This design comes from an exercise in tuning for small area on the open sky130 flow, not from production work.
Only simulation tests tie the RTL to the original design; equivalence was not proved.
No activity file was given, so power comes from the tool's default toggle rates.

### flow/config.mk
export PLATFORM = sky130hd
export DESIGN_NAME = puf_soc_serializer
export DESIGN_NICKNAME = puf_soc_serializer
export VERILOG_FILES = /design/flow/design.v
export SDC_FILE = /design/flow/constraint.sdc
export NUM_CORES = 4
export LEC_CHECK = 0
export CAP_MARGIN = 20
export CORE_MARGIN = 2
export CORE_UTILIZATION = 40
export PLACE_DENSITY = 0.6
export SLEW_MARGIN = 20
### flow/constraint.sdc
create_clock -name core_clock -period 6.0 [get_ports {clk}]
set_input_delay 1.2000 -clock core_clock [delete_from_list [all_inputs] [get_ports {clk}]]
set_output_delay 1.2000 -clock core_clock [all_outputs]
set_load 0.01 [all_outputs]
### flow/design.v
package puf_soc_ser_pkg;
  typedef enum logic {
    IDLE  = 1'b0,
    SHIFT = 1'b1
  } ser_state_e;
  localparam logic LSB_FIRST = 1'b0;
  localparam logic MSB_FIRST = 1'b1;
  function automatic integer len_w(input integer fram_size);
    len_w = $clog2(fram_size + 1);
  endfunction
  function automatic integer cnt_w(input integer fram_size, input integer lanes);
    cnt_w = $clog2(fram_size / lanes + 1);
  endfunction
endpackage
module puf_soc_ser_hold #(
  parameter int W = 8
) (
  input  logic         clk,
  input  logic         rst,
  input  logic         in_vld,
  output logic         in_rdy,
  input  logic [W-1:0] in_dat,
  output logic         out_vld,
  input  logic         out_rdy,
  output logic [W-1:0] out_dat
);
  logic         full_q;
  logic [W-1:0] dat_q;
  always_ff @(posedge clk) begin
    if (rst)                    full_q <= 1'b0;
    else if (in_vld && !full_q) full_q <= 1'b1;
    else if (out_rdy)           full_q <= 1'b0;
  end
  always_ff @(posedge clk) begin
    if (!full_q) dat_q <= in_dat;
  end
  assign in_rdy  = ~full_q;
  assign out_vld = full_q;
  assign out_dat = dat_q;
endmodule
import puf_soc_ser_pkg::*;
module puf_soc_serializer #(
  parameter int FRAM_SIZE = 160,
  parameter int LANES     = 1,
  parameter int LEN_W     = $clog2(FRAM_SIZE + 1)
) (
  input  logic                 clk,
  input  logic                 rst,
  input  logic                 i_tx_en,
  input  logic                 i_msb_first,
  input  logic [LEN_W-1:0]     i_ld_len,
  input  logic                 i_ld_valid,
  input  logic [FRAM_SIZE-1:0] i_ld_data,
  output logic                 o_ld_ready,
  output logic                 o_tx_valid,
  output logic [LANES-1:0]     o_tx_data,
  output logic                 o_tx_last,
  input  logic                 i_tx_ready,
  output logic                 o_tx_done,
  output logic                 o_busy
);
  localparam int               POS_W    = $clog2(FRAM_SIZE + 1);
  localparam logic [LEN_W-1:0] FRAM_LEN = LEN_W'(FRAM_SIZE);
  localparam int               HW       = FRAM_SIZE + POS_W + 1;
  logic [POS_W-1:0] in_n;
  assign in_n = (i_ld_len == '0 || i_ld_len > FRAM_LEN) ? POS_W'(FRAM_SIZE) : POS_W'(i_ld_len);
  logic                 h_vld, launch;
  logic [HW-1:0]        h_dat;
  logic                 h_msb;
  logic [POS_W-1:0]     h_n;
  logic [FRAM_SIZE-1:0] h_data;
  puf_soc_ser_hold #(.W(HW)) u_hold (
    .clk     (clk),
    .rst     (rst),
    .in_vld  (i_ld_valid),
    .in_rdy  (o_ld_ready),
    .in_dat  ({i_msb_first, in_n, i_ld_data}),
    .out_vld (h_vld),
    .out_rdy (launch),
    .out_dat (h_dat)
  );
  assign h_msb  = h_dat[HW-1];
  assign h_n    = h_dat[FRAM_SIZE +: POS_W];
  assign h_data = h_dat[FRAM_SIZE-1:0];
  logic                 send_q, vld_q, done_q;
  logic                 dir_q;
  logic [POS_W-1:0]     pos_q, end_q;
  logic [FRAM_SIZE-1:0] dat_q;
  logic                 last, taken;
  assign last   = (pos_q == end_q);
  assign taken  = vld_q & i_tx_ready;
  assign launch = h_vld & i_tx_en & (~send_q | (taken & last));
  always_ff @(posedge clk) begin
    if (rst) begin
      send_q <= 1'b0;
      vld_q  <= 1'b0;
      done_q <= 1'b0;
    end else begin
      done_q <= taken & last;
      if (launch) begin
        send_q <= 1'b1;
        vld_q  <= 1'b1;
      end else if (taken) begin
        if (last) begin
          send_q <= 1'b0;
          vld_q  <= 1'b0;
        end else begin
          vld_q  <= i_tx_en;
        end
      end else if (send_q) begin
        vld_q <= vld_q | i_tx_en;
      end
    end
  end
  always_ff @(posedge clk) begin
    if (launch) begin
      dat_q <= h_data;
      dir_q <= h_msb;
      pos_q <= h_msb ? h_n : POS_W'(1);
      end_q <= h_msb ? POS_W'(1) : h_n;
    end else if (taken && !last) begin
      pos_q <= dir_q ? pos_q - 1'b1 : pos_q + 1'b1;
    end
  end
  logic [255:0] rd0;
  logic [63:0]  rd1;
  logic [15:0]  rd2;
  logic [3:0]   rd3;
  always_comb begin
    rd0 = {95'd0, dat_q, 1'b0};
    for (int i = 0; i < 64; i++) rd1[i] = rd0[4*i + pos_q[1:0]];
    for (int i = 0; i < 16; i++) rd2[i] = rd1[4*i + pos_q[3:2]];
    for (int i = 0; i < 4; i++)  rd3[i] = rd2[4*i + pos_q[5:4]];
  end
  assign o_tx_valid = vld_q;
  assign o_tx_data  = rd3[pos_q[7:6]];
  assign o_tx_last  = last;
  assign o_tx_done  = done_q;
  assign o_busy     = send_q | h_vld;
endmodule
### flow/flow/run.sh
#!/bin/bash
# Standard synthesis unchanged. The layout is the standard one except: the port buffers are the
# smallest buffer cell, and clock tree synthesis uses larger sink clusters and no dummy loads.
set -euo pipefail
bash standard.sh synth > synth.log 2>&1
bash standard.sh "BUFFER_PORTS_ARGS=-buffer_cell sky130_fd_sc_hd__buf_1" \
  "CTS_ARGS=-sink_clustering_enable -repair_clock_nets -dont_use_dummy_load -sink_clustering_size 30 -sink_clustering_max_diameter 40 -buf_list sky130_fd_sc_hd__clkbuf_16" \
  finish > layout.log 2>&1
### flow/standard.sh
#!/bin/bash
# synth_recipe.tcl (not shown) runs the flow's synth.tcl, then flattens the netlist and writes it again
# the make line also repeats each setting of config.mk as NAME=value (left out here)
make -C /OpenROAD-flow-scripts/flow DESIGN_CONFIG=/design/flow/config.mk WORK_HOME=/design/flow/orfs CLKGATE_MAP_FILE= SYNTH_SCRIPT=/design/flow/synth_recipe.tcl "${@:-finish}"
==> summary.txt, run 1 <==
run status timing/DRC/antenna clean; die boundary width 181.1 µm; worst setup slack before clock tree synthesis 1.824 ns; FF-to-FF Start pos_q[2]; Pwr Total 5.216 mW; Final Cycle Share 0.7610; first-pass GRT wire length 35380 µm; core box area 30750 µm²; violation count after the first detailed-route iteration 421; count of input and output buffers 179; Die Span Y 181.1 µm; DR WL/cell 19.85 µm; fraction of synthesis flops using an asynchronous set or reset pin 0; DIE AREA 32790 µm²; cell count after placement 1136; post-CTS repair timing setup buffer count 0; library cell used as clock root buffer sky130_fd_sc_hd__clkbuf_16; antenna cells 0; buffer levels on the longest clock path 3; routability cong. 0.7386; CTS tree yes; worst hold-check path type flip-flop to flip-flop; I/O pin count 180; worst setup path start pos_q[1]; area overhead of the layout relative to synthesis 17.28%; hold path endpoint dat_q[108]; footprint of the multi-input gates 1919 µm²; half-perimeter wire length after detailed placement 15710 µm; Warnings, synthesis 2; post-cts hold buffer count 0; Slew HR 0.4084; post-route DRC violation count 0; number of optimization iterations in the first detailed-route pass 5; count of nets after finishing 963; leakage dissipation 4.807 nW; Post-CTS Resized 0; Inserted Clock Buffers 40; hold path start u_hold.dat_q[108]; slowest stage delay, CP 0.78 ns; global-route congestion overflow total 0; setup slack of the most critical reg-to-reg path 2.16 ns; sort of element at the end of the critical path output pin; Clock Latency Late Sink 0.54 ns; largest net degree at the start of global routing 106; critical path data required time 4.80 ns; worst-margin pin slew 0.8874 ns; Initial Utilization 0.4079; reported max-cap violation count 0; Fin Setup TNS 0 ns; Global Route Usage Sum 0.1435; minimum setup slack in the final design 1.434 ns; sequential share of the synthesized area 0.8348; VDD IR max 0.2465 mV; clock-pin transition on the worst setup and hold timing paths 0.06 ns; Fill cells 2583; post-route ant nets 0; vias in the first global route 6032; nets in the synthesized netlist 750; Critical Path Slowest Stage Cell sky130_fd_sc_hd__edfxtp_1; class of the most critical setup path flip-flop to output pin; Syn Inst Count 569; Power Density 354.6 nW/µm²; Crit Path Max Fanout 14; utilization after layout 0.4784; count of cells along the worst hold path 0; distinct cell type count of the synthesized netlist 50; sequential cell area in the final layout 10470 µm²; Mean Syn Cell Area 22.04 µm²; FP Rows 64; antenna violations before repair 0; time the final worst path needs with I/O delays and setup 4.566 ns; final setup skew 0.06550 ns; critical register-to-register path endpoint dat_q[31]; post-synthesis sequential element count 350; number of clock sinks 350; type of element launching the critical path flip-flop; count of flip-flops with a built-in enable after synthesis 346; count of final max-slew check failures 0; leading register cell type out of synthesis sky130_fd_sc_hd__edfxtp_1; highest achievable clock rate 0.2190 GHz; final WL 23340 µm; data arrival time of the critical path 3.37 ns; post-synthesis instance area 12540 µm²; depth of the worst register-to-register path 7; final hold violation count 0; via density per instance 4.965; number of cells in the finished layout apart from fillers 1176; RSZ-0062 raised after global routing no; number of setup violations in the final report 0; series of cell instances along the critical path buf_4 > mux4_1 > mux2i_1 > o32ai_1 > or4_1 > nor4_1 > a211oi_1 > buf_1; ratio of cells with drive above 1 in the final layout 0.1192; number of H-tree levels 2; total vias in the final route 5839
[how the worst max path moves through the flow]
stage	slack (ns)	cells after the start	end
after floorplan	1.13	1	o_ld_ready
after CTS	1.30	8	o_tx_data[0]
after global placement	1.85	8	o_tx_data[0]
after detailed placement	1.82	8	o_tx_data[0]
final	1.43	8	o_tx_data[0]
after global routing	1.19	8	o_tx_data[0]
[cells in the mapped netlist (4+ instances only)]
library cell / number / area [µm²]
sky130_fd_sc_hd__a211oi_1: 4 / 30.03
sky130_fd_sc_hd__a21oi_1: 10 / 50.05
sky130_fd_sc_hd__and2_1: 6 / 37.54
sky130_fd_sc_hd__buf_2: 5 / 25.02
sky130_fd_sc_hd__buf_4: 6 / 45.04
sky130_fd_sc_hd__clkbuf_1: 5 / 18.77
sky130_fd_sc_hd__dfxtp_1: 4 / 80.08
sky130_fd_sc_hd__edfxtp_1: 346 / 10390
sky130_fd_sc_hd__ha_1: 6 / 75.07
sky130_fd_sc_hd__inv_1: 9 / 33.78
sky130_fd_sc_hd__mux2i_1: 11 / 110.1
sky130_fd_sc_hd__mux4_2: 35 / 788.3
sky130_fd_sc_hd__nand2_1: 11 / 41.29
sky130_fd_sc_hd__nand3_1: 12 / 60.06
sky130_fd_sc_hd__nor2_1: 8 / 30.03
sky130_fd_sc_hd__nor2b_1: 13 / 81.33
sky130_fd_sc_hd__nor4_1: 6 / 37.54
sky130_fd_sc_hd__o21ai_0: 10 / 50.05
sky130_fd_sc_hd__o31ai_1: 4 / 30.03
sky130_fd_sc_hd__xnor2_1: 10 / 87.58
[flip-flops by register name (all words and copies together) (netlist names)]
| signal | cells |
|---|---|
| u_hold.dat_q | 169 |
| dat_q | 160 |
| end_q | 8 |
| pos_q | 8 |
| dir_q | 1 |
| done_q | 1 |
| send_q | 1 |
| u_hold.full_q | 1 |
| vld_q | 1 |
[layer usage]
layer	global-route usage	vias up	routed length, µm
li1	-	2724	-
met1	0.2131	2845	10830
met2	0.2115	236	10400
met3	0.03185	34	1638
met4	0.04748	0	480
met5	0	-	0
[metrics by stage]
step                      area, µm²  hold slack [ns]
after floorplan               12540           0.4003
after global placement        13710           0.4005
after detailed placement      13710           0.4045
after CTS                     14710           0.3984
after global routing          14710           0.4095
final                         14710           0.3961
[placed cells by master (no fill, tap or decap), types with 11 or more instances in the layout]
master	instances
sky130_fd_sc_hd__clkbuf_16	40
sky130_fd_sc_hd__mux2i_1	11
sky130_fd_sc_hd__nand3_1	12
sky130_fd_sc_hd__nand2_1	11
sky130_fd_sc_hd__mux4_2	35
sky130_fd_sc_hd__edfxtp_1	346
sky130_fd_sc_hd__buf_1	179
sky130_fd_sc_hd__nor2b_1	13
[kinds of logic (layout without fill, tap and decap cells)]
kind of cell	Yosys count	in the layout	synth area share
flip-flops	350	350	0.8348
XOR/XNOR	13	13	0.009078
AO/OA/AOI/OAI	46	46	0.02444
multiplexers	52	52	0.08061
adder cells (fa/ha/maj)	7	7	0.007582
AND/OR/NAND/NOR	72	72	0.03133
buffers and inverters	29	240	0.01217
[final cells by class]
type                    instances  share of cell area
multi-input cells             190              0.1305
inverters                      11            0.003488
repair buffers                189             0.05248
clock buffers                  40             0.06805
flip-flops and latches        350              0.7118
well taps                     396             0.03368
[power breakdown]
| part | internal (mW) | total (mW) | switching, mW |
|---|---|---|---|
| clock network | 1.16 | 1.96 | 0.802 |
| logic | 0.125 | 0.293 | 0.168 |
| registers | 2.89 | 2.96 | 0.0719 |
[worst max-delay path: cells and delay by family (launching register included)]
kind            cells  cell delay [ns]
simple gates        2             0.84
compound gates      2             0.27
mux                 2             0.49
flops               1             0.78
buf+inv             2             0.52
==> inputs of run 2 (changes only) <==
==> flow/flow/run.sh (replaced) <==
#!/bin/bash
# Standard synthesis unchanged. The layout is the standard one except: the port buffers are the
# smallest buffer cell, and clock tree synthesis uses larger sink clusters and no dummy loads.
set -euo pipefail
bash standard.sh synth > synth.log 2>&1
bash standard.sh "BUFFER_PORTS_ARGS=-buffer_cell sky130_fd_sc_hd__buf_1" \
  "CTS_ARGS=-sink_clustering_enable -repair_clock_nets -dont_use_dummy_load -sink_clustering_size 12 -sink_clustering_max_diameter 40 -buf_list sky130_fd_sc_hd__clkbuf_4" \
  finish > layout.log 2>&1
==> summary.txt, run 2 <==
run status timing/DRC/antenna clean (unchanged); FF-to-FF Start pos_q[2] (unchanged); via density per instance 4.947 (was 4.965); reported max-cap violation count 0 (unchanged); Inserted Clock Buffers 42 (was 40); Clock Latency Late Sink 0.69 ns (was 0.54 ns); number of clock sinks 350 (unchanged); most common cell in the synthesized netlist sky130_fd_sc_hd__edfxtp_1 (unchanged); critical path data required time 4.80 ns (about the same); total vias in the final route 5832 (was 5839); nets in the synthesized netlist 750 (unchanged); routability cong. 0.7386 (unchanged); antenna violations before repair 1 (was 0); critical register-to-register path endpoint dat_q[31] (unchanged); highest achievable clock rate 0.2121 GHz (was 0.2190 GHz); core box area 30750 µm² (unchanged); final WL 23210 µm (was 23340 µm); I/O pin count 180 (unchanged); largest net degree at the start of global routing 106 (unchanged); commonest cells after routing, fill and taps aside sky130_fd_sc_hd__edfxtp_1, sky130_fd_sc_hd__buf_1, sky130_fd_sc_hd__clkbuf_4 (was sky130_fd_sc_hd__edfxtp_1, sky130_fd_sc_hd__buf_1, sky130_fd_sc_hd__clkbuf_16); VDD IR max 0.1528 mV (was 0.2465 mV); setup slack of the most critical reg-to-reg path 2.07 ns (was 2.16 ns); post-route DRC violation count 0 (unchanged); distinct cell type count of the synthesized netlist 50 (unchanged); die boundary width 181.1 µm (unchanged); count of flip-flops with a built-in enable after synthesis 346 (unchanged); worst-margin pin slew 0.8875 ns (was 0.8874 ns); count of nets after finishing 965 (was 963); Mean Syn Cell Area 22.04 µm² (unchanged); post-synthesis instance area 12540 µm² (unchanged); buffer levels on the longest clock path 3 (unchanged); Crit Path Max Fanout 14 (unchanged); Fill cells 2667 (was 2583); combinational family with the most area after synthesis multiplexers (unchanged); ratio of cells with drive above 1 in the final layout 0.1215 (was 0.1192); post-cts hold buffer count 0 (unchanged); Power Density 302.6 nW/µm² (was 354.6 nW/µm²); number of flip-flops under the largest register name 169 (unchanged); library cell used as clock root buffer sky130_fd_sc_hd__clkbuf_4 (was sky130_fd_sc_hd__clkbuf_16); biggest area contributors in the synthesized netlist sky130_fd_sc_hd__edfxtp_1, sky130_fd_sc_hd__mux4_2, sky130_fd_sc_hd__mux2i_1 (unchanged); number of optimization iterations in the first detailed-route pass 5 (unchanged); FP Rows 64 (unchanged); Post-CTS Resized 0 (unchanged); worst hold-check path type flip-flop to flip-flop (unchanged); RSZ-0062 raised after global routing no (unchanged); number of setup violations in the final report 0 (unchanged); Slew HR 0.4084 (about the same); mux cell area share after synthesis 0.08061 (unchanged); Warnings, synthesis 2 (unchanged); type of element launching the critical path flip-flop (unchanged); cell type with the highest aggregate area in the netlist sky130_fd_sc_hd__edfxtp_1 (unchanged); leakage dissipation 4.508 nW (was 4.807 nW); Syn Inst Count 569 (unchanged); number of H-tree levels 2 (unchanged); DR WL/cell 19.68 µm (was 19.85 µm); largest registers in the final layout u_hold.dat_q: 169 flops, dat_q: 160 flops (unchanged); cell count after placement 1136 (unchanged); post-CTS repair timing setup buffer count 0 (unchanged); global-route congestion overflow total 0 (unchanged); area overhead of the layout relative to synthesis 11.83% (was 17.28%); violation count after the first detailed-route iteration 388 (was 421); depth of the worst register-to-register path 7 (unchanged); count of cells along the worst hold path 0 (unchanged); most flop-heavy register u_hold.dat_q (unchanged); vias in the first global route 6070 (was 6032); Die Span Y 181.1 µm (unchanged); final hold violation count 0 (unchanged); Initial Utilization 0.4079 (unchanged); Global Route Usage Sum 0.1421 (was 0.1435); fraction of synthesized cell area taken by the top area cell type 0.8284 (unchanged); clock-pin transition on the worst setup and hold timing paths 0.11 ns (was 0.06 ns); fraction of synthesis flops using an asynchronous set or reset pin 0 (unchanged); DIE AREA 32790 µm² (unchanged); sequential share of the synthesized area 0.8348 (unchanged); number of cells in the finished layout apart from fillers 1179 (was 1176); XOR/XNOR Fraction of Synth Area 0.009078 (unchanged); half-perimeter wire length after detailed placement 15710 µm (unchanged); Post-synth top cells sky130_fd_sc_hd__edfxtp_1, sky130_fd_sc_hd__mux4_2, sky130_fd_sc_hd__nor2b_1, sky130_fd_sc_hd__nand3_1 (unchanged); Fin Setup TNS 0 ns (unchanged); post-synthesis sequential element count 350 (unchanged); adder and majority gate portion of the synthesized area 0.007582 (unchanged); time the final worst path needs with I/O delays and setup 4.715 ns (was 4.566 ns); commonest non-fill, non-tap cell in the layout sky130_fd_sc_hd__edfxtp_1 (unchanged); post-route ant nets 0 (unchanged); area share of and/or/nand/nor cells after synthesis 0.03132 (unchanged); count of input and output buffers 179 (unchanged); hold path endpoint dat_q[108] (unchanged); CTS tree yes (unchanged); first-pass GRT wire length 35080 µm (was 35380 µm); final setup skew 0.1090 ns (was 0.06550 ns); count of final max-slew check failures 0 (unchanged); hold path start u_hold.dat_q[108] (unchanged); data arrival time of the critical path 3.52 ns (was 3.37 ns); sort of element at the end of the critical path output pin (unchanged); leading register cell type out of synthesis sky130_fd_sc_hd__edfxtp_1 (unchanged); class of the most critical setup path flip-flop to output pin (unchanged); Synth Area in Compound Gates 0.02444 (unchanged); Final Cycle Share 0.7859 (was 0.7610)
[run 2: cell count changes in the layout (fill, tap and decap cells not counted)]
cell and delta:
sky130_fd_sc_hd__clkbuf_4 +42, sky130_fd_sc_hd__clkbuf_16 -40, sky130_fd_sc_hd__diode_2 +1
[run 2: per-layer routing]
| metal | vias to the layer above | track usage | wire [µm] |
|---|---|---|---|
| met4 | 0 | 0.04585 | 550 |
| met2 | 217 | 0.2100 | 10260 |
| met3 | 48 | 0.03286 | 1558 |
| met5 | - | 0 | 0 |
| met1 | 2836 | 0.2101 | 10840 |
| li1 | 2731 | - | - |
[run 2: kinds of logic (layout without fill, tap and decap cells)]
kind of cell	count (synthesis)	in the layout
flip-flops	350	350
AND/OR/NAND/NOR	72	72
multiplexers	52	52
AO/OA/AOI/OAI	46	46
buffers and inverters	29	242
XOR/XNOR	13	13
adder cells (fa/ha/maj)	7	7
other	0	1
[run 2: critical path, stage by stage, from the launching register on]
cell	delay [ns]
sky130_fd_sc_hd__edfxtp_1	0.81
sky130_fd_sc_hd__buf_4	0.35
sky130_fd_sc_hd__mux4_1	0.31
sky130_fd_sc_hd__mux2i_1	0.18
sky130_fd_sc_hd__o32ai_1	0.10
sky130_fd_sc_hd__or4_1	0.42
sky130_fd_sc_hd__nor4_1	0.41
sky130_fd_sc_hd__a211oi_1	0.17
sky130_fd_sc_hd__buf_1	0.17
[run 2: how the worst max path moves through the flow]
stage / cells past startpoint / endpoint / from / slack (ns)
floorplan: 1 / o_ld_ready / u_hold.full_q / 1.13
global placement: 8 / o_tx_data[0] / pos_q[1] / 1.85
detailed placement: 8 / o_tx_data[0] / pos_q[1] / 1.82
CTS: 8 / o_tx_data[0] / pos_q[1] / 1.13
global route: 8 / o_tx_data[0] / pos_q[1] / 1.01
finish: 8 / o_tx_data[0] / pos_q[1] / 1.28
[run 2: through the flow]
step                      setup slack, ns    util  power, mW  hold slack, ns  area, µm²
after floorplan                     1.134       -      3.168          0.4003      12540
after global placement              1.851  0.4458      3.304          0.4005      13710
after detailed placement            1.824  0.4458      3.309          0.4045      13710
after CTS                           1.130  0.4561      4.311          0.3896      14020
after global routing                1.014  0.4561      4.441          0.4036      14030
final                               1.285  0.4561      4.245          0.3915      14030
[run 2: power breakdown]
group	switching, mW	total (mW)	internal (mW)
clock	0.679	1.00	0.323
sequential	0.0722	2.95	2.88
combinational	0.168	0.293	0.125
total	0.919	4.24	3.33
[run 2: area by class of cell]
| class | instances | area (µm²) | share of cell area |
|---|---|---|---|
| Inverter | 11 | 51.30 | 0.003657 |
| Multi-Input combinational cell | 190 | 1919 | 0.1368 |
| Timing Repair Buffer | 189 | 772.0 | 0.05504 |
| Tap cell | 396 | 495.5 | 0.03533 |
| Clock buffer | 42 | 315.3 | 0.02248 |
| Sequential cell | 350 | 10470 | 0.7465 |
| Antenna cell | 1 | 2.502 | 0.0001784 |
==> inputs of run 3 (changes only) <==
--- a/flow/config.mk
+++ b/flow/config.mk
@@ -5,8 +5,8 @@
 export SDC_FILE = /design/flow/constraint.sdc
 export NUM_CORES = 4
 export LEC_CHECK = 0
-export CAP_MARGIN = 20
+export CAP_MARGIN = 5
 export CORE_MARGIN = 2
 export CORE_UTILIZATION = 40
 export PLACE_DENSITY = 0.6
-export SLEW_MARGIN = 20
+export SLEW_MARGIN = 5
==> summary.txt, run 3 <==
run status timing/DRC/antenna clean (unchanged); internal power summed over all cells 3.326 mW (unchanged); Post-synth top cells sky130_fd_sc_hd__edfxtp_1, sky130_fd_sc_hd__mux4_2, sky130_fd_sc_hd__nor2b_1, sky130_fd_sc_hd__nand3_1 (unchanged); global-route congestion overflow total 0 (unchanged); most flop-heavy register u_hold.dat_q (unchanged); fraction of synthesis flops using an asynchronous set or reset pin 0 (unchanged); Final Cycle Share 0.7859 (unchanged); Crit Path Max Fanout 14 (unchanged); final hold violation count 0 (unchanged); type of element launching the critical path flip-flop (unchanged); data arrival time of the critical path 3.52 ns (about the same); net switching power 0.9186 mW (unchanged); post-synthesis sequential element count 350 (unchanged); distinct cell type count of the synthesized netlist 50 (unchanged); ratio of cells with drive above 1 in the final layout 0.1215 (unchanged); biggest area contributors in the synthesized netlist sky130_fd_sc_hd__edfxtp_1, sky130_fd_sc_hd__mux4_2, sky130_fd_sc_hd__mux2i_1 (unchanged); leading register cell type out of synthesis sky130_fd_sc_hd__edfxtp_1 (unchanged); max layer used met4 (unchanged); count of flip-flops with a built-in enable after synthesis 346 (unchanged); die boundary width 181.1 µm (unchanged); reported max-cap violation count 0 (unchanged); violation count after the first detailed-route iteration 388 (unchanged); CTS tree yes (unchanged); VDD IR max 0.1528 mV (unchanged); post-route DRC violation count 0 (unchanged); fraction of power spent switching nets 0.2164 (unchanged); leakage dissipation 4.508 nW (unchanged); Inserted Clock Buffers 42 (unchanged); Fill cells 2667 (unchanged); share of total power in combinational logic 0.069 (about the same); antenna violations before repair 1 (unchanged); clock-pin transition on the worst setup and hold timing paths 0.11 ns (about the same); half-perimeter wire length after detailed placement 15710 µm (unchanged); worst-margin pin slew 0.8875 ns (unchanged); largest registers in the final layout u_hold.dat_q: 169 flops, dat_q: 160 flops (unchanged); final WL 23210 µm (unchanged); final setup skew 0.1090 ns (unchanged); post-cts hold buffer count 0 (unchanged); sequential share of the synthesized area 0.8348 (unchanged); total vias in the final route 5832 (unchanged); I/O pin count 180 (unchanged); buffer levels on the longest clock path 3 (unchanged); nets in the synthesized netlist 750 (unchanged); Die Span Y 181.1 µm (unchanged); core box area 30750 µm² (unchanged); Fin Setup TNS 0 ns (unchanged); critical path data required time 4.80 ns (about the same); number of clock sinks 350 (unchanged); largest net degree at the start of global routing 106 (unchanged); fraction of synthesized cell area taken by the top area cell type 0.8284 (unchanged); post-route ant nets 0 (unchanged); time the final worst path needs with I/O delays and setup 4.715 ns (unchanged); DIE AREA 32790 µm² (unchanged); count of input and output buffers 179 (unchanged); wire length on met1 10840 µm (unchanged); RSZ-0062 raised after global routing no (unchanged); post-synthesis instance area 12540 µm² (unchanged); Syn Inst Count 569 (unchanged); wire length on met2 10260 µm (unchanged); Slew HR 0.4084 (unchanged); DR WL met3 1558 µm (unchanged); number of flip-flops under the largest register name 169 (unchanged); fraction of power consumed by sequential logic 0.695 (about the same); most common cell in the synthesized netlist sky130_fd_sc_hd__edfxtp_1 (unchanged); Global Route Usage Sum 0.1421 (unchanged); count of final max-slew check failures 0 (unchanged); cell type with the highest aggregate area in the netlist sky130_fd_sc_hd__edfxtp_1 (unchanged); routability cong. 0.7386 (unchanged); vias in the first global route 6070 (unchanged); count of nets after finishing 965 (unchanged); worst hold-check path type flip-flop to flip-flop (unchanged); highest achievable clock rate 0.2121 GHz (unchanged); commonest cells after routing, fill and taps aside sky130_fd_sc_hd__edfxtp_1, sky130_fd_sc_hd__buf_1, sky130_fd_sc_hd__clkbuf_4 (unchanged); Post-CTS Resized 0 (unchanged); FP Rows 64 (unchanged); footprint of the multi-input gates 1919 µm² (unchanged); number of setup violations in the final report 0 (unchanged); first-pass GRT wire length 35080 µm (unchanged); Mean Syn Cell Area 22.04 µm² (unchanged); commonest non-fill, non-tap cell in the layout sky130_fd_sc_hd__edfxtp_1 (unchanged); number of optimization iterations in the first detailed-route pass 5 (unchanged); library cell used as clock root buffer sky130_fd_sc_hd__clkbuf_4 (unchanged); sort of element at the end of the critical path output pin (unchanged); class of the most critical setup path flip-flop to output pin (unchanged); Clock Latency Late Sink 0.69 ns (about the same); Warnings, synthesis 2 (unchanged); area overhead of the layout relative to synthesis 11.83% (unchanged); clock network fraction of total power 0.236 (about the same); via density per instance 4.947 (unchanged); DR WL/cell 19.68 µm (unchanged); Pwr Total 4.245 mW (unchanged); sequential cell area in the final layout 10470 µm² (unchanged); post-CTS repair timing setup buffer count 0 (unchanged); Initial Utilization 0.4079 (unchanged); Power Density 302.6 nW/µm² (unchanged); number of H-tree levels 2 (unchanged)
run 3: cells by family (layout without fill, tap and decap cells):
group	Yosys count	after routing	synth area share
DFF	350	350	0.8348
adders and majority gates	7	7	0.007582
other	0	1	0
and+or+nand+nor	72	72	0.03133
buffers and inverters	29	242	0.01217
muxes	52	52	0.08061
xor gates and xnor gates	13	13	0.009078
AOI/OAI and AO/OA	46	46	0.02444
run 3: critical path, cell delays in order (launching register included):
cell and delay, ns:
sky130_fd_sc_hd__edfxtp_1 0.81, sky130_fd_sc_hd__buf_4 0.35, sky130_fd_sc_hd__mux4_1 0.31, sky130_fd_sc_hd__mux2i_1 0.18, sky130_fd_sc_hd__o32ai_1 0.10, sky130_fd_sc_hd__or4_1 0.42
sky130_fd_sc_hd__nor4_1 0.41, sky130_fd_sc_hd__a211oi_1 0.17, sky130_fd_sc_hd__buf_1 0.17
run 3: layer usage:
metal,GRT usage,up-vias
met4,0.04585,0
met5,0,-
li1,-,2731
met1,0.2101,2836
met2,0.2100,217
met3,0.03286,48
run 3: final cells by class:
type | instances | share of cell area
Inverter | 11 | 0.003657
Tap cell | 396 | 0.03533
Multi-Input combinational cell | 190 | 0.1368
Sequential cell | 350 | 0.7465
Antenna cell | 1 | 0.0001784
Timing Repair Buffer | 189 | 0.05504
Clock buffer | 42 | 0.02248
run 3: final timing paths:
check / startpoint / endpoint / slack [ns] / cells after the start
worst max register to register: pos_q[2] / dat_q[31] / 2.07 / 7
worst min-delay path: u_hold.dat_q[108] / dat_q[108] / 0.39 / 0
worst min register to register: u_hold.dat_q[108] / dat_q[108] / 0.39 / 0
worst max-delay path: pos_q[1] / o_tx_data[0] / 1.28 / 8
run 3: through the flow:
stage / util / cells / instance area, µm² / worst slack [ns] / hold WS, ns
2_1_floorplan: - / 569 / 12540 / 1.134 / 0.4003
3_3_place_gp: 0.4458 / 1136 / 13710 / 1.851 / 0.4005
3_5_place_dp: 0.4458 / 1136 / 13710 / 1.824 / 0.4045
4_1_cts: 0.4561 / 1178 / 14020 / 1.130 / 0.3896
5_1_grt: 0.4561 / 1179 / 14030 / 1.014 / 0.4036
6_report: 0.4561 / 1179 / 14030 / 1.285 / 0.3915
run 3: power groups by stage:
stage	registers, mW	clock network (mW)	logic [mW]
2_1_floorplan	2.97	0	0.198
3_3_place_gp	3.01	0	0.296
3_5_place_dp	3.01	0	0.300
4_1_cts	2.95	1.06	0.301
5_1_grt	2.97	1.15	0.327
6_report	2.95	1.00	0.293
==> inputs of run 4 (changes only) <==
==> flow/config.mk (replaced) <==
export PLATFORM = sky130hd
export DESIGN_NAME = puf_soc_serializer
export DESIGN_NICKNAME = puf_soc_serializer
export VERILOG_FILES = /design/flow/design.v
export SDC_FILE = /design/flow/constraint.sdc
export NUM_CORES = 4
export LEC_CHECK = 0
export CAP_MARGIN = 20
export CORE_MARGIN = 2
export CORE_UTILIZATION = 72
export PLACE_DENSITY = 0.85
export SLEW_MARGIN = 20
==> summary.txt, run 4 <==
fraction of synthesis flops using an asynchronous set or reset pin 0 (unchanged); Inserted Clock Buffers 40 (was 42); buffer levels on the longest clock path 3 (unchanged); Warnings, synthesis 2 (unchanged); FF-to-FF Start pos_q[3] (was pos_q[2]); Crit Path Max Fanout 39 (was 14); Final Cycle Share 0.8364 (was 0.7859); critical register-to-register path endpoint dat_q[141] (was dat_q[31]); via density per instance 6.033 (was 4.947); run status timing/DRC/antenna clean (unchanged); count of flip-flops with a built-in enable after synthesis 346 (unchanged); VDD IR max 0.2664 mV (was 0.1528 mV); final WL 22850 µm (was 23210 µm); I/O pin count 180 (unchanged); Pwr Total 4.222 mW (was 4.245 mW); number of clock sinks 350 (unchanged); fraction of synthesized cell area taken by the top area cell type 0.8284 (unchanged); global-route congestion overflow total 0 (unchanged); number of optimization iterations in the first detailed-route pass 5 (unchanged); post-cts hold buffer count 0 (unchanged); first-pass GRT wire length 33780 µm (was 35080 µm); violation count after the first detailed-route iteration 591 (was 388); post-synthesis sequential element count 350 (unchanged); die boundary width 136.0 µm (was 181.1 µm); biggest area contributors in the synthesized netlist sky130_fd_sc_hd__edfxtp_1, sky130_fd_sc_hd__mux4_2, sky130_fd_sc_hd__mux2i_1 (unchanged); library cell used as clock root buffer sky130_fd_sc_hd__clkbuf_4 (unchanged); number of flip-flops under the largest register name 169 (unchanged); minimum setup slack in the final design 0.9817 ns (was 1.285 ns); post-route ant nets 0 (unchanged); area overhead of the layout relative to synthesis 9.946% (was 11.83%); RSZ-0062 raised after global routing no (unchanged); largest registers in the final layout u_hold.dat_q: 169 flops, dat_q: 160 flops (unchanged); most flop-heavy register u_hold.dat_q (unchanged); most common cell in the synthesized netlist sky130_fd_sc_hd__edfxtp_1 (unchanged); sort of element at the end of the critical path output pin (unchanged); commonest non-fill, non-tap cell in the layout sky130_fd_sc_hd__edfxtp_1 (unchanged); DR WL/cell 22.74 µm (was 19.68 µm); cell type with the highest aggregate area in the netlist sky130_fd_sc_hd__edfxtp_1 (unchanged); type of element launching the critical path flip-flop (unchanged); depth of the worst register-to-register path 6 (was 7); Slew HR 0.3158 (was 0.4084); count of final max-slew check failures 0 (unchanged); Post-synth top cells sky130_fd_sc_hd__edfxtp_1, sky130_fd_sc_hd__mux4_2, sky130_fd_sc_hd__nor2b_1, sky130_fd_sc_hd__nand3_1 (unchanged); post-synthesis instance area 12540 µm² (unchanged); Syn Inst Count 569 (unchanged); distinct cell type count of the synthesized netlist 50 (unchanged); time the final worst path needs with I/O delays and setup 5.018 ns (was 4.715 ns); highest achievable clock rate 0.1993 GHz (was 0.2121 GHz); Initial Utilization 0.7302 (was 0.4079); worst setup path start pos_q[0] (was pos_q[1]); CTS tree yes (unchanged); number of cells in the finished layout apart from fillers 1005 (was 1179); routability cong. 0.8251 (was 0.7386); setup slack of the most critical reg-to-reg path 2.34 ns (was 2.07 ns); Global Route Usage Sum 0.2556 (was 0.1421); largest net degree at the start of global routing 128 (was 106); nets in the synthesized netlist 750 (unchanged); total vias in the final route 6063 (was 5832); commonest cells after routing, fill and taps aside sky130_fd_sc_hd__edfxtp_1, sky130_fd_sc_hd__buf_1, sky130_fd_sc_hd__clkbuf_4 (unchanged); reported max-cap violation count 0 (unchanged); final hold violation count 0 (unchanged); Fin Setup TNS 0 ns (unchanged); worst-margin pin slew 1.026 ns (was 0.8875 ns); critical path data required time 4.80 ns (about the same); ratio of cells with drive above 1 in the final layout 0.1170 (was 0.1215); worst setup slack before clock tree synthesis 1.633 ns (was 1.824 ns); leakage dissipation 4.494 nW (was 4.508 nW); half-perimeter wire length after detailed placement 15630 µm (was 15710 µm); leading register cell type out of synthesis sky130_fd_sc_hd__edfxtp_1 (unchanged); Post-CTS Resized 0 (unchanged); worst hold-check path type flip-flop to flip-flop (unchanged); FP Rows 48 (was 64); Clock Latency Late Sink 0.66 ns (was 0.69 ns); cell count after placement 962 (was 1136); minimum hold slack 0.3910 ns (was 0.3915 ns); sequential share of the synthesized area 0.8348 (unchanged); number of setup violations in the final report 0 (unchanged); clock-pin transition on the worst setup and hold timing paths 0.11 ns (about the same); Critical Path End o_tx_data[0] (unchanged); data arrival time of the critical path 3.82 ns (was 3.52 ns); antenna violations before repair 2 (was 1); Power Density 306.2 nW/µm² (was 302.6 nW/µm²); DIE AREA 18490 µm² (was 32790 µm²); count of input and output buffers 179 (unchanged); final setup skew 0.05839 ns (was 0.1090 ns); class of the most critical setup path flip-flop to output pin (unchanged); count of nets after finishing 961 (was 965); vias in the first global route 6212 (was 6070); core box area 17180 µm² (was 30750 µm²); post-route DRC violation count 0 (unchanged); Die Span Y 136.0 µm (was 181.1 µm); number of H-tree levels 2 (unchanged); post-CTS repair timing setup buffer count 0 (unchanged); hold path start u_hold.dat_q[60] (was u_hold.dat_q[108]); Mean Syn Cell Area 22.04 µm² (unchanged)
run 4: logic make-up (layout without fill, tap and decap cells):
kind of cell / after synthesis / in the layout / synth area share
AOI/OAI and AO/OA: 46 / 46 / 0.02444
xor gates and xnor gates: 13 / 13 / 0.009078
adders and majority gates: 7 / 7 / 0.007582
buffers and inverters: 29 / 238 / 0.01217
DFF: 350 / 350 / 0.8348
muxes: 52 / 52 / 0.08061
other: 0 / 2 / 0
and+or+nand+nor: 72 / 72 / 0.03133
run 4: worst min-delay path by stage:
stage	cells after the start	slack [ns]	endpoint
floorplan	0	0.40	dat_q[0]
global placement	0	0.40	dat_q[112]
CTS	0	0.40	dat_q[60]
finish	0	0.39	dat_q[60]
detailed placement	0	0.40	dat_q[10]
global route	0	0.39	dat_q[60]
run 4: area by class of cell:
cell class / count / area [µm²]
sequential: 350 / 10470
fill: 876 / 3387
multi-input combinational: 190 / 1919
timing repair buffer: 187 / 759.5
clock buffer: 40 / 300.3
tap: 225 / 281.5
inverter: 11 / 53.80
antenna: 2 / 5.005
run 4: metrics by stage:
step,utilization,cell area [µm²]
after detailed placement,0.7840,13470
after floorplan,-,12540
final,0.8028,13790
after global placement,0.7831,13450
after CTS,0.8015,13770
after global routing,0.8027,13790
run 4: report_power, final:
| part | internal, mW | switching, mW | total [mW] |
|---|---|---|---|
| Combinational | 0.124 | 0.170 | 0.294 |
| Sequential | 2.88 | 0.0748 | 2.95 |
| Clock | 0.309 | 0.666 | 0.974 |
| Total | 3.31 | 0.910 | 4.22 |
run 4: layer usage:
metal | vias to the layer above | part of all wire | track usage
met5 | - | 0.00035 | 0
met4 | 2 | 0.030 | 0.09838
met3 | 62 | 0.076 | 0.05295
met2 | 295 | 0.51 | 0.4212
met1 | 2985 | 0.38 | 0.3461
li1 | 2719 | - | -
run 4: critical path, cell delays in order (launching register included):
cell and delay (ns):
sky130_fd_sc_hd__edfxtp_1 0.68, sky130_fd_sc_hd__buf_12 0.34, sky130_fd_sc_hd__mux4_1 0.60, sky130_fd_sc_hd__mux2i_1 0.25
sky130_fd_sc_hd__o32ai_1 0.11, sky130_fd_sc_hd__or4_1 0.45, sky130_fd_sc_hd__nor4_1 0.41, sky130_fd_sc_hd__a211oi_1 0.10
sky130_fd_sc_hd__buf_1 0.18
==> inputs of run 5 (changes only) <==
--- a/flow/config.mk
+++ b/flow/config.mk
@@ -7,6 +7,6 @@
 export LEC_CHECK = 0
 export CAP_MARGIN = 20
 export CORE_MARGIN = 2
-export CORE_UTILIZATION = 72
-export PLACE_DENSITY = 0.85
+export CORE_UTILIZATION = 65
+export PLACE_DENSITY = 0.8
 export SLEW_MARGIN = 20
==> summary.txt, run 5 <==
commonest non-fill, non-tap cell in the layout sky130_fd_sc_hd__edfxtp_1 (unchanged); critical register-to-register path endpoint dat_q[96] (was dat_q[141]); number of clock sinks 350 (unchanged); post-cts hold buffer count 0 (unchanged); CTS tree yes (unchanged); fraction of synthesized cell area taken by the top area cell type 0.8284 (unchanged); Post-synth top cells sky130_fd_sc_hd__edfxtp_1, sky130_fd_sc_hd__mux4_2, sky130_fd_sc_hd__nor2b_1, sky130_fd_sc_hd__nand3_1 (unchanged); area overhead of the layout relative to synthesis 10.02% (was 9.946%); total vias in the final route 6009 (was 6063); Initial Utilization 0.6660 (was 0.7302); final WL 22500 µm (was 22850 µm); critical path data required time 4.80 ns (about the same); Syn Inst Count 569 (unchanged); library cell used as clock root buffer sky130_fd_sc_hd__clkbuf_4 (unchanged); Critical Path Slowest Stage Cell sky130_fd_sc_hd__buf_4 (was sky130_fd_sc_hd__edfxtp_1); routability cong. 0.7972 (was 0.8251); hold path start u_hold.dat_q[94] (was u_hold.dat_q[60]); Final Cycle Share 0.8409 (was 0.8364); Inserted Clock Buffers 39 (was 40); sequential cell area in the final layout 10470 µm² (unchanged); Pwr Total 4.199 mW (was 4.222 mW); minimum setup slack in the final design 0.9548 ns (was 0.9817 ns); highest achievable clock rate 0.1982 GHz (was 0.1993 GHz); half-perimeter wire length after detailed placement 15430 µm (was 15630 µm); most flop-heavy register u_hold.dat_q (unchanged); post-route ant nets 0 (unchanged); DR WL/cell 21.70 µm (was 22.74 µm); Post-CTS Resized 0 (unchanged); hold path endpoint dat_q[94] (was dat_q[60]); final setup skew 0.07284 ns (was 0.05839 ns); utilization after layout 0.7328 (was 0.8028); Global Route Usage Sum 0.2247 (was 0.2556); largest net degree at the start of global routing 124 (was 128); most common cell in the synthesized netlist sky130_fd_sc_hd__edfxtp_1 (unchanged); Fill cells 1075 (was 876); Mean Syn Cell Area 22.04 µm² (unchanged); FF-to-FF Start pos_q[1] (was pos_q[3]); count of input and output buffers 179 (unchanged); post-synthesis instance area 12540 µm² (unchanged); die boundary width 142.9 µm (was 136.0 µm); core box area 18830 µm² (was 17180 µm²); violation count after the first detailed-route iteration 575 (was 591); post-CTS repair timing setup buffer count 0 (unchanged); commonest cells after routing, fill and taps aside sky130_fd_sc_hd__edfxtp_1, sky130_fd_sc_hd__buf_1, sky130_fd_sc_hd__clkbuf_4 (unchanged); number of H-tree levels 2 (unchanged); Clock Latency Late Sink 0.65 ns (was 0.66 ns); count of cells along the worst hold path 0 (unchanged); slowest stage delay, CP 0.72 ns (was 0.68 ns); cell type with the highest aggregate area in the netlist sky130_fd_sc_hd__edfxtp_1 (unchanged); RSZ-0062 raised after global routing no (unchanged); Die Span Y 142.9 µm (was 136.0 µm); count of final max-slew check failures 0 (unchanged); vias in the first global route 6172 (was 6212); Power Density 304.3 nW/µm² (was 306.2 nW/µm²); I/O pin count 180 (unchanged); setup slack of the most critical reg-to-reg path 1.89 ns (was 2.34 ns); final hold violation count 0 (unchanged); sort of element at the end of the critical path output pin (unchanged); Warnings, synthesis 2 (unchanged); clock-pin transition on the worst setup and hold timing paths 0.12 ns (was 0.11 ns); run status timing/DRC/antenna clean (unchanged); footprint of the multi-input gates 1919 µm² (unchanged); nets in the synthesized netlist 750 (unchanged); Critical Path Most Common Cell sky130_fd_sc_hd__mux4_2; biggest area contributors in the synthesized netlist sky130_fd_sc_hd__edfxtp_1, sky130_fd_sc_hd__mux4_2, sky130_fd_sc_hd__mux2i_1 (unchanged); leakage dissipation 4.475 nW (was 4.494 nW); type of element launching the critical path flip-flop (unchanged); via density per instance 5.795 (was 6.033); Fin Setup TNS 0 ns (unchanged); data arrival time of the critical path 3.85 ns (was 3.82 ns); antenna violations before repair 1 (was 2); depth of the worst register-to-register path 7 (was 6); Crit Path Max Fanout 39 (unchanged); buffer levels on the longest clock path 3 (unchanged); fraction of synthesis flops using an asynchronous set or reset pin 0 (unchanged); post-synthesis sequential element count 350 (unchanged); class of the most critical setup path flip-flop to output pin (unchanged); number of flip-flops under the largest register name 169 (unchanged); largest registers in the final layout u_hold.dat_q: 169 flops, dat_q: 160 flops (unchanged); FP Rows 50 (was 48); count of flip-flops with a built-in enable after synthesis 346 (unchanged); worst setup slack before clock tree synthesis 1.563 ns (was 1.633 ns); VDD IR max 0.1867 mV (was 0.2664 mV); number of optimization iterations in the first detailed-route pass 7 (was 5); first-pass GRT wire length 33550 µm (was 33780 µm); ratio of cells with drive above 1 in the final layout 0.1147 (was 0.1170); count of nets after finishing 959 (was 961); reported max-cap violation count 0 (unchanged); distinct cell type count of the synthesized netlist 50 (unchanged); sequential share of the synthesized area 0.8348 (unchanged); number of setup violations in the final report 0 (unchanged); worst-margin pin slew 1.048 ns (was 1.026 ns); post-route DRC violation count 0 (unchanged); DIE AREA 20420 µm² (was 18490 µm²); Slew HR 0.3011 (was 0.3158); worst hold-check path type flip-flop to flip-flop (unchanged); global-route congestion overflow total 0 (unchanged); time the final worst path needs with I/O delays and setup 5.045 ns (was 5.018 ns); leading register cell type out of synthesis sky130_fd_sc_hd__edfxtp_1 (unchanged); series of cell instances along the critical path buf_4 > mux4_2 > mux4_2 > and3_1 > nor4_1 > a211oi_1 > buf_1 (was buf_12 > mux4_1 > mux2i_1 > o32ai_1 > or4_1 > nor4_1 > a211oi_1 > buf_1)
run 5: cell counts after synthesis:
No cell type changed its count.
run 5: how the worst max path moves through the flow:
stage | endpoint | slack (ns) | start | cells after the start
floorplan | o_ld_ready | 1.13 | u_hold.full_q | 1
global placement | o_tx_data[0] | 1.70 | pos_q[0] | 7
detailed placement | o_tx_data[0] | 1.56 | pos_q[0] | 7
CTS | o_tx_data[0] | 0.90 | pos_q[0] | 7
global route | o_tx_data[0] | 0.61 | pos_q[0] | 8
finish | o_tx_data[0] | 0.95 | pos_q[0] | 7
run 5: power by group:
group | total, mW | internal (mW) | switching (mW) | leakage (nW)
logic | 0.288 | 0.122 | 0.166 | 0.919
clock network | 0.958 | 0.301 | 0.657 | 0.179
registers | 2.95 | 2.88 | 0.0747 | 3.38
run 5: metal layers:
| metal | GRT usage | part of all wire | vias up | wire length, µm |
|---|---|---|---|---|
| li1 | - | - | 2718 | - |
| met1 | 0.3231 | 0.41 | 2923 | 9131 |
| met2 | 0.3526 | 0.48 | 322 | 10890 |
| met3 | 0.04628 | 0.083 | 46 | 1865 |
| met4 | 0.07921 | 0.027 | 0 | 616 |
| met5 | 0 | 0 | - | 0 |
run 5: layout make-up:
class                      count  area share
tap                          260     0.02358
antenna                        1   0.0001814
inverter                      11    0.003718
clock buffer                  39     0.02122
timing repair buffer         186     0.05341
sequential                   350      0.7588
multi-input combinational    190      0.1391
run 5: kinds of logic after synthesis:
kind of cell | after synthesis | synth area share
AOI/OAI and AO/OA | 46 | 0.02444
xor gates and xnor gates | 13 | 0.009078
adders and majority gates | 7 | 0.007582
buffers and inverters | 29 | 0.01217
DFF | 350 | 0.8348
muxes | 52 | 0.08061
and+or+nand+nor | 72 | 0.03133
run 5: critical path: cells and delay by family (launching register included):
| family | cells | cell delay (ns) |
|---|---|---|
| multiplexers | 2 | 1.11 |
| AO/OA/AOI/OAI | 1 | 0.08 |
| flip-flops | 1 | 0.71 |
| AND/OR/NAND/NOR | 2 | 0.42 |
| buffers and inverters | 2 | 0.90 |
run 5: stage by stage:
stage               cells  area (µm²)  hold slack (ns)
global route         1037       13800           0.3744
CTS                  1036       13800           0.3681
global placement      997       13500           0.4023
finish               1037       13800           0.3705
detailed placement    997       13500           0.4045
floorplan             569       12540           0.4003
==> inputs of run 6 (changes only) <==
==> flow/flow/run.sh (replaced) <==
#!/bin/bash
# Standard synthesis unchanged. The layout is the standard one except: the port buffers are the
# smallest buffer cell, and clock tree synthesis uses larger sink clusters and no dummy loads.
set -euo pipefail
bash standard.sh synth > synth.log 2>&1
bash standard.sh "BUFFER_PORTS_ARGS=-buffer_cell sky130_fd_sc_hd__buf_1" \
  "CTS_ARGS=-sink_clustering_enable -repair_clock_nets -dont_use_dummy_load -sink_clustering_size 10 -sink_clustering_max_diameter 30 -buf_list sky130_fd_sc_hd__clkbuf_4" \
  finish > layout.log 2>&1
==> summary.txt, run 6 <==
mux cell area share after synthesis 0.08061 (unchanged); final setup skew 0.06999 ns (was 0.07284 ns); post-synthesis sequential element count 350 (unchanged); largest net degree at the start of global routing 124 (unchanged); hold path endpoint dat_q[37] (was dat_q[94]); count of final max-slew check failures 0 (unchanged); via density per instance 5.802 (was 5.795); commonest cells after routing, fill and taps aside sky130_fd_sc_hd__edfxtp_1, sky130_fd_sc_hd__buf_1, sky130_fd_sc_hd__clkbuf_4 (unchanged); Fill cells 1083 (was 1075); total vias in the final route 6081 (was 6009); type of element launching the critical path flip-flop (unchanged); core box area 18830 µm² (unchanged); violation count after the first detailed-route iteration 556 (was 575); depth of the worst register-to-register path 7 (unchanged); buffer levels on the longest clock path 3 (unchanged); count of nets after finishing 970 (was 959); FP Rows 50 (unchanged); leakage dissipation 4.525 nW (was 4.475 nW); count of input and output buffers 179 (unchanged); critical register-to-register path endpoint dat_q[27] (was dat_q[96]); time the final worst path needs with I/O delays and setup 5.082 ns (was 5.045 ns); DR WL/cell 21.59 µm (was 21.70 µm); cell type with the highest aggregate area in the netlist sky130_fd_sc_hd__edfxtp_1 (unchanged); CTS tree yes (unchanged); number of H-tree levels 2 (unchanged); distinct cell type count of the synthesized netlist 50 (unchanged); nets in the synthesized netlist 750 (unchanged); commonest non-fill, non-tap cell in the layout sky130_fd_sc_hd__edfxtp_1 (unchanged); Global Route Usage Sum 0.2263 (was 0.2247); count of flip-flops with a built-in enable after synthesis 346 (unchanged); clock-pin transition on the worst setup and hold timing paths 0.10 ns (was 0.12 ns); Initial Utilization 0.6660 (unchanged); area overhead of the layout relative to synthesis 10.67% (was 10.02%); number of clock sinks 350 (unchanged); FF-to-FF Start pos_q[1] (unchanged); hold path start u_hold.dat_q[37] (was u_hold.dat_q[94]); area share of and/or/nand/nor cells after synthesis 0.03132 (unchanged); sort of element at the end of the critical path output pin (unchanged); worst-margin pin slew 1.047 ns (was 1.048 ns); worst hold-check path type flip-flop to flip-flop (unchanged); post-CTS repair timing setup buffer count 0 (unchanged); setup slack of the most critical reg-to-reg path 1.92 ns (was 1.89 ns); worst setup slack before clock tree synthesis 1.563 ns (unchanged); first-pass GRT wire length 33740 µm (was 33550 µm); Slew HR 0.3017 (was 0.3011); Crit Path Max Fanout 39 (unchanged); class of the most critical setup path flip-flop to output pin (unchanged); Power Density 309.8 nW/µm² (was 304.3 nW/µm²); number of flip-flops under the largest register name 169 (unchanged); vias in the first global route 6296 (was 6172); fraction of synthesis flops using an asynchronous set or reset pin 0 (unchanged); VDD IR max 0.2425 mV (was 0.1867 mV); die boundary width 142.9 µm (unchanged); count of cells along the worst hold path 0 (unchanged); final hold violation count 0 (unchanged); antenna violations before repair 1 (unchanged); data arrival time of the critical path 3.88 ns (was 3.85 ns); most flop-heavy register u_hold.dat_q (unchanged); leading register cell type out of synthesis sky130_fd_sc_hd__edfxtp_1 (unchanged); ratio of cells with drive above 1 in the final layout 0.1271 (was 0.1147); Post-synth top cells sky130_fd_sc_hd__edfxtp_1, sky130_fd_sc_hd__mux4_2, sky130_fd_sc_hd__nor2b_1, sky130_fd_sc_hd__nand3_1 (unchanged); Final Cycle Share 0.8469 (was 0.8409); critical path data required time 4.80 ns (about the same); Synth Area in Compound Gates 0.02444 (unchanged); final WL 22630 µm (was 22500 µm); XOR/XNOR Fraction of Synth Area 0.009078 (unchanged); post-route DRC violation count 0 (unchanged); largest registers in the final layout u_hold.dat_q: 169 flops, dat_q: 160 flops (unchanged); post-cts hold buffer count 0 (unchanged); highest achievable clock rate 0.1968 GHz (was 0.1982 GHz); Die Span Y 142.9 µm (unchanged); sequential share of the synthesized area 0.8348 (unchanged); DIE AREA 20420 µm² (unchanged); adder and majority gate portion of the synthesized area 0.007582 (unchanged); Post-CTS Resized 0 (unchanged); half-perimeter wire length after detailed placement 15430 µm (unchanged); Inserted Clock Buffers 50 (was 39); run status timing/DRC/antenna clean (unchanged); most common cell in the synthesized netlist sky130_fd_sc_hd__edfxtp_1 (unchanged); fraction of synthesized cell area taken by the top area cell type 0.8284 (unchanged); Syn Inst Count 569 (unchanged); biggest area contributors in the synthesized netlist sky130_fd_sc_hd__edfxtp_1, sky130_fd_sc_hd__mux4_2, sky130_fd_sc_hd__mux2i_1 (unchanged); reported max-cap violation count 0 (unchanged); global-route congestion overflow total 0 (unchanged); routability cong. 0.7972 (unchanged); post-route ant nets 0 (unchanged); Mean Syn Cell Area 22.04 µm² (unchanged); Warnings, synthesis 2 (unchanged); number of optimization iterations in the first detailed-route pass 6 (was 7); I/O pin count 180 (unchanged); combinational family with the most area after synthesis multiplexers (unchanged); Clock Latency Late Sink 0.67 ns (was 0.65 ns); number of setup violations in the final report 0 (unchanged); post-synthesis instance area 12540 µm² (unchanged); minimum setup slack in the final design 0.9184 ns (was 0.9548 ns); Fin Setup TNS 0 ns (unchanged); RSZ-0062 raised after global routing no (unchanged); library cell used as clock root buffer sky130_fd_sc_hd__clkbuf_4 (unchanged)
[run 6: layer usage]
| layer | track usage | routed length, µm | vias up | share of wire |
|---|---|---|---|---|
| met5 | 0 | 0 | - | 0 |
| met4 | 0.08233 | 520 | 0 | 0.023 |
| met3 | 0.05902 | 1800 | 35 | 0.080 |
| met2 | 0.3558 | 11050 | 313 | 0.49 |
| met1 | 0.3143 | 9258 | 2991 | 0.41 |
| li1 | - | - | 2742 | - |
[run 6: worst max-delay path by stage]
stage                        startpoint            to  depth (start not counted)
final                          pos_q[0]  o_tx_data[0]                          7
after floorplan           u_hold.full_q    o_ld_ready                          1
after detailed placement       pos_q[0]  o_tx_data[0]                          7
after CTS                      pos_q[0]  o_tx_data[0]                          7
after global routing           pos_q[0]  o_tx_data[0]                          8
after global placement         pos_q[0]  o_tx_data[0]                          7
[run 6: cells by family after synthesis]
| logic type | count (synthesis) |
|---|---|
| adders and majority gates | 7 |
| DFF | 350 |
| and+or+nand+nor | 72 |
| buffers and inverters | 29 |
| xor gates and xnor gates | 13 |
| AOI/OAI and AO/OA | 46 |
| muxes | 52 |
[run 6: layout make-up]
type                       count  area (µm²)  area share
antenna                        1       2.502   0.0001803
clock buffer                  50       375.4     0.02704
sequential                   350       10470      0.7543
multi-input combinational    190        1919      0.1383
tap                          260       325.3     0.02344
inverter                      11       51.30    0.003696
timing repair buffer         186       737.0     0.05309
[run 6: metrics by stage]
| step | hold WS (ns) | power [mW] | cell area, µm² | utilization | instances |
|---|---|---|---|---|---|
| 2_1_floorplan | 0.4003 | 3.168 | 12540 | - | 569 |
| 5_1_grt | 0.3863 | 4.465 | 13880 | 0.7371 | 1048 |
| 3_3_place_gp | 0.4023 | 3.273 | 13500 | 0.7171 | 997 |
| 3_5_place_dp | 0.4045 | 3.300 | 13500 | 0.7171 | 997 |
| 6_report | 0.3850 | 4.300 | 13880 | 0.7371 | 1048 |
| 4_1_cts | 0.3863 | 4.339 | 13880 | 0.7370 | 1047 |
[run 6: where the power goes]
group	internal, mW	switching, mW
registers	2.88	0.0748
logic	0.122	0.167
clock network	0.382	0.674
[run 6: worst max-delay path, stage by stage, from the launching register on]
cell and delay [ns]:
sky130_fd_sc_hd__edfxtp_1 0.72, sky130_fd_sc_hd__buf_4 0.71, sky130_fd_sc_hd__mux4_2 0.64, sky130_fd_sc_hd__mux4_2 0.47, sky130_fd_sc_hd__and3_1 0.19, sky130_fd_sc_hd__nor4_1 0.23
sky130_fd_sc_hd__a211oi_1 0.08, sky130_fd_sc_hd__buf_1 0.18
==> inputs of run 7 (changes only) <==
==> flow/flow/run.sh (replaced) <==
#!/bin/bash
# Standard synthesis unchanged. The layout is the standard one except: the port buffers are the
# smallest buffer cell, and clock tree synthesis uses larger sink clusters and no dummy loads.
set -euo pipefail
bash standard.sh synth > synth.log 2>&1
bash standard.sh "BUFFER_PORTS_ARGS=-buffer_cell sky130_fd_sc_hd__buf_1" \
  "CTS_ARGS=-sink_clustering_enable -repair_clock_nets -dont_use_dummy_load -sink_clustering_size 20 -sink_clustering_max_diameter 40 -buf_list sky130_fd_sc_hd__clkbuf_8" \
  finish > layout.log 2>&1
==> summary.txt, run 7 <==
largest net degree at the start of global routing 124 (unchanged); commonest non-fill, non-tap cell in the layout sky130_fd_sc_hd__edfxtp_1 (unchanged); DR WL met3 1927 µm (was 1800 µm); via density per instance 5.805 (was 5.802); Final Cycle Share 0.8218 (was 0.8469); core box area 18830 µm² (unchanged); Initial Utilization 0.6660 (unchanged); routability cong. 0.7972 (unchanged); Global Route Usage Sum 0.2238 (was 0.2263); Warnings, synthesis 2 (unchanged); Power Density 317.5 nW/µm² (was 309.8 nW/µm²); leakage dissipation 4.547 nW (was 4.525 nW); post-cts hold buffer count 0 (unchanged); wire length on met2 10950 µm (was 11050 µm); violation count after the first detailed-route iteration 648 (was 556); worst hold-check path type flip-flop to flip-flop (unchanged); count of input and output buffers 179 (unchanged); Post-synth top cells sky130_fd_sc_hd__edfxtp_1, sky130_fd_sc_hd__mux4_2, sky130_fd_sc_hd__nor2b_1, sky130_fd_sc_hd__nand3_1 (unchanged); Crit Path Max Fanout 39 (unchanged); count of nets after finishing 955 (was 970); Slew HR 0.2907 (was 0.3017); run status timing/DRC/antenna clean (unchanged); clock-pin transition on the worst setup and hold timing paths 0.09 ns (was 0.10 ns); critical path data required time 4.80 ns (about the same); final setup skew 0.06064 ns (was 0.06999 ns); wire length on met1 8786 µm (was 9258 µm); antenna violations before repair 0 (was 1); sequential share of the synthesized area 0.8348 (unchanged); number of clock sinks 350 (unchanged); number of H-tree levels 2 (unchanged); Post-CTS Resized 0 (unchanged); post-synthesis sequential element count 350 (unchanged); DR WL/cell 21.60 µm (was 21.59 µm); RSZ-0062 raised after global routing no (unchanged); Clock Latency Late Sink 0.54 ns (was 0.67 ns); antenna cells 0 (was 1); post-route DRC violation count 0 (unchanged); number of flip-flops under the largest register name 169 (unchanged); data arrival time of the critical path 3.73 ns (was 3.88 ns); buffer levels on the longest clock path 3 (unchanged); sort of element at the end of the critical path output pin (unchanged); distinct cell type count of the synthesized netlist 50 (unchanged); I/O pin count 180 (unchanged); cell count after placement 997 (unchanged); type of element launching the critical path flip-flop (unchanged); most common cell in the synthesized netlist sky130_fd_sc_hd__edfxtp_1 (unchanged); CTS tree yes (unchanged); post-synthesis instance area 12540 µm² (unchanged); nets in the synthesized netlist 750 (unchanged); FP Rows 50 (unchanged); global-route congestion overflow total 0 (unchanged); largest registers in the final layout u_hold.dat_q: 169 flops, dat_q: 160 flops (unchanged); commonest cells after routing, fill and taps aside sky130_fd_sc_hd__edfxtp_1, sky130_fd_sc_hd__buf_1, sky130_fd_sc_hd__mux4_2, sky130_fd_sc_hd__clkbuf_8, sky130_fd_sc_hd__nor2b_1 (was sky130_fd_sc_hd__edfxtp_1, sky130_fd_sc_hd__buf_1, sky130_fd_sc_hd__clkbuf_4); reported max-cap violation count 0 (unchanged); number of setup violations in the final report 0 (unchanged); Mean Syn Cell Area 22.04 µm² (unchanged); final WL 22290 µm (was 22630 µm); Inserted Clock Buffers 35 (was 50); vias in the first global route 6136 (was 6296); first-pass GRT wire length 33350 µm (was 33740 µm); Die Span Y 142.9 µm (unchanged); Fill cells 1031 (was 1083); half-perimeter wire length after detailed placement 15430 µm (unchanged); highest achievable clock rate 0.2028 GHz (was 0.1968 GHz); number of cells in the finished layout apart from fillers 1032 (was 1048); minimum hold slack 0.3859 ns (was 0.3850 ns); class of the most critical setup path flip-flop to output pin (unchanged); minimum setup slack in the final design 1.069 ns (was 0.9184 ns); library cell used as clock root buffer sky130_fd_sc_hd__clkbuf_8 (was sky130_fd_sc_hd__clkbuf_4); worst-margin pin slew 1.064 ns (was 1.047 ns); leading register cell type out of synthesis sky130_fd_sc_hd__edfxtp_1 (unchanged); biggest area contributors in the synthesized netlist sky130_fd_sc_hd__edfxtp_1, sky130_fd_sc_hd__mux4_2, sky130_fd_sc_hd__mux2i_1 (unchanged); post-route ant nets 0 (unchanged); count of final max-slew check failures 0 (unchanged); VDD IR max 0.2182 mV (was 0.2425 mV); cell type with the highest aggregate area in the netlist sky130_fd_sc_hd__edfxtp_1 (unchanged); post-CTS repair timing setup buffer count 0 (unchanged); DIE AREA 20420 µm² (unchanged); fraction of synthesized cell area taken by the top area cell type 0.8284 (unchanged); area overhead of the layout relative to synthesis 11.50% (was 10.67%); max layer used met5 (was met4); Syn Inst Count 569 (unchanged); most flop-heavy register u_hold.dat_q (unchanged); count of flip-flops with a built-in enable after synthesis 346 (unchanged); die boundary width 142.9 µm (unchanged); time the final worst path needs with I/O delays and setup 4.931 ns (was 5.082 ns); Pwr Total 4.440 mW (was 4.300 mW); number of optimization iterations in the first detailed-route pass 5 (was 6); Fin Setup TNS 0 ns (unchanged); fraction of synthesis flops using an asynchronous set or reset pin 0 (unchanged); final hold violation count 0 (unchanged); worst setup slack before clock tree synthesis 1.563 ns (unchanged); total vias in the final route 5991 (was 6081); ratio of cells with drive above 1 in the final layout 0.1101 (was 0.1271)
[run 7: cell counts after synthesis]
Identical to the previous run, type by type.
[run 7: report_power, final]
part | internal, mW | switching [mW] | leakage, nW
sequential | 2.88 | 0.0747 | 3.38
combinational | 0.122 | 0.166 | 0.919
clock | 0.522 | 0.675 | 0.252
[run 7: area by class of cell]
cell class / instances / area, µm² / area share
sequential: 350 / 10470 / 0.7487
clock buffer: 35 / 481.7 / 0.03445
timing repair buffer: 186 / 737.0 / 0.05270
multi-input combinational: 190 / 1919 / 0.1372
tap: 260 / 325.3 / 0.02326
inverter: 11 / 51.30 / 0.003668
[run 7: cell families (layout without fill, tap and decap cells)]
kind of cell,count (synthesis),count (layout),synth area share
compound gates,46,46,0.02444
xor+xnor,13,13,0.009078
fa+ha+maj,7,7,0.007582
buf+inv,29,232,0.01217
flops,350,350,0.8348
mux,52,52,0.08061
simple gates,72,72,0.03133
[run 7: routing by layer]
layer / global-route usage / vias to the layer above
met2: 0.3528 / 334
met4: 0.07973 / 2
met5: 0.01504 / -
met3: 0.05064 / 41
met1: 0.3151 / 2913
li1: - / 2701
[run 7: worst paths after layout]
path	to	slack, ns	depth (start not counted)	from
max	o_tx_data[0]	1.07	7	pos_q[0]
min	dat_q[52]	0.39	0	u_hold.dat_q[52]
max reg2reg	dat_q[111]	1.86	7	pos_q[1]
min reg2reg	dat_q[52]	0.39	0	u_hold.dat_q[52]
[run 7: worst max-delay path, cell delays in order (launching register included)]
cell and delay [ns]:
sky130_fd_sc_hd__edfxtp_1 0.70, sky130_fd_sc_hd__buf_4 0.71, sky130_fd_sc_hd__mux4_2 0.63, sky130_fd_sc_hd__mux4_2 0.47, sky130_fd_sc_hd__and3_1 0.19, sky130_fd_sc_hd__nor4_1 0.24
sky130_fd_sc_hd__a211oi_1 0.09, sky130_fd_sc_hd__buf_1 0.18
[run 7: through the flow]
step,cell area (µm²),utilization
4_1_cts,13980,0.7427
5_1_grt,13980,0.7427
3_3_place_gp,13500,0.7171
2_1_floorplan,12540,-
6_report,13980,0.7427
3_5_place_dp,13500,0.7171

-- separate check: timing with driven ports --
In the flow no input, the clock included, has a driving cell. The finished layouts below were timed again as built, in two steps. Step 1, drivers: a clkbuf_16 drives clk and a buf_2 each remaining input, both assumed. Step 2 moves the port delays by t, midway between the first and last clock arrival at a register: inputs arrive t later, outputs are due t later. That takes back most of the time a late clock gives input paths. Three values: ideal ports, drivers, drivers and shift; two values: the first two.
run	t, ns	setup slack, ns	slew at the worst register clock pin (ns)	pins driven straight from the clock port
run 1	0.547	1.434 / 1.387 / 1.934	0.06 / 0.06	1
run 2	0.672	1.285 / 1.243 / 1.915	0.12 / 0.12	1
run 3	0.672	1.285 / 1.243 / 1.915	0.12 / 0.12	1
run 4	0.669	0.982 / 0.942 / 1.611	0.11 / 0.11	1
run 5	0.654	0.955 / 0.913 / 1.567	0.12 / 0.12	1
run 6	0.667	0.918 / 0.880 / 1.548	0.10 / 0.10	1
run 7	0.546	1.069 / 1.030 / 1.576	0.11 / 0.11	1
After both steps every run listed still meets setup and hold.
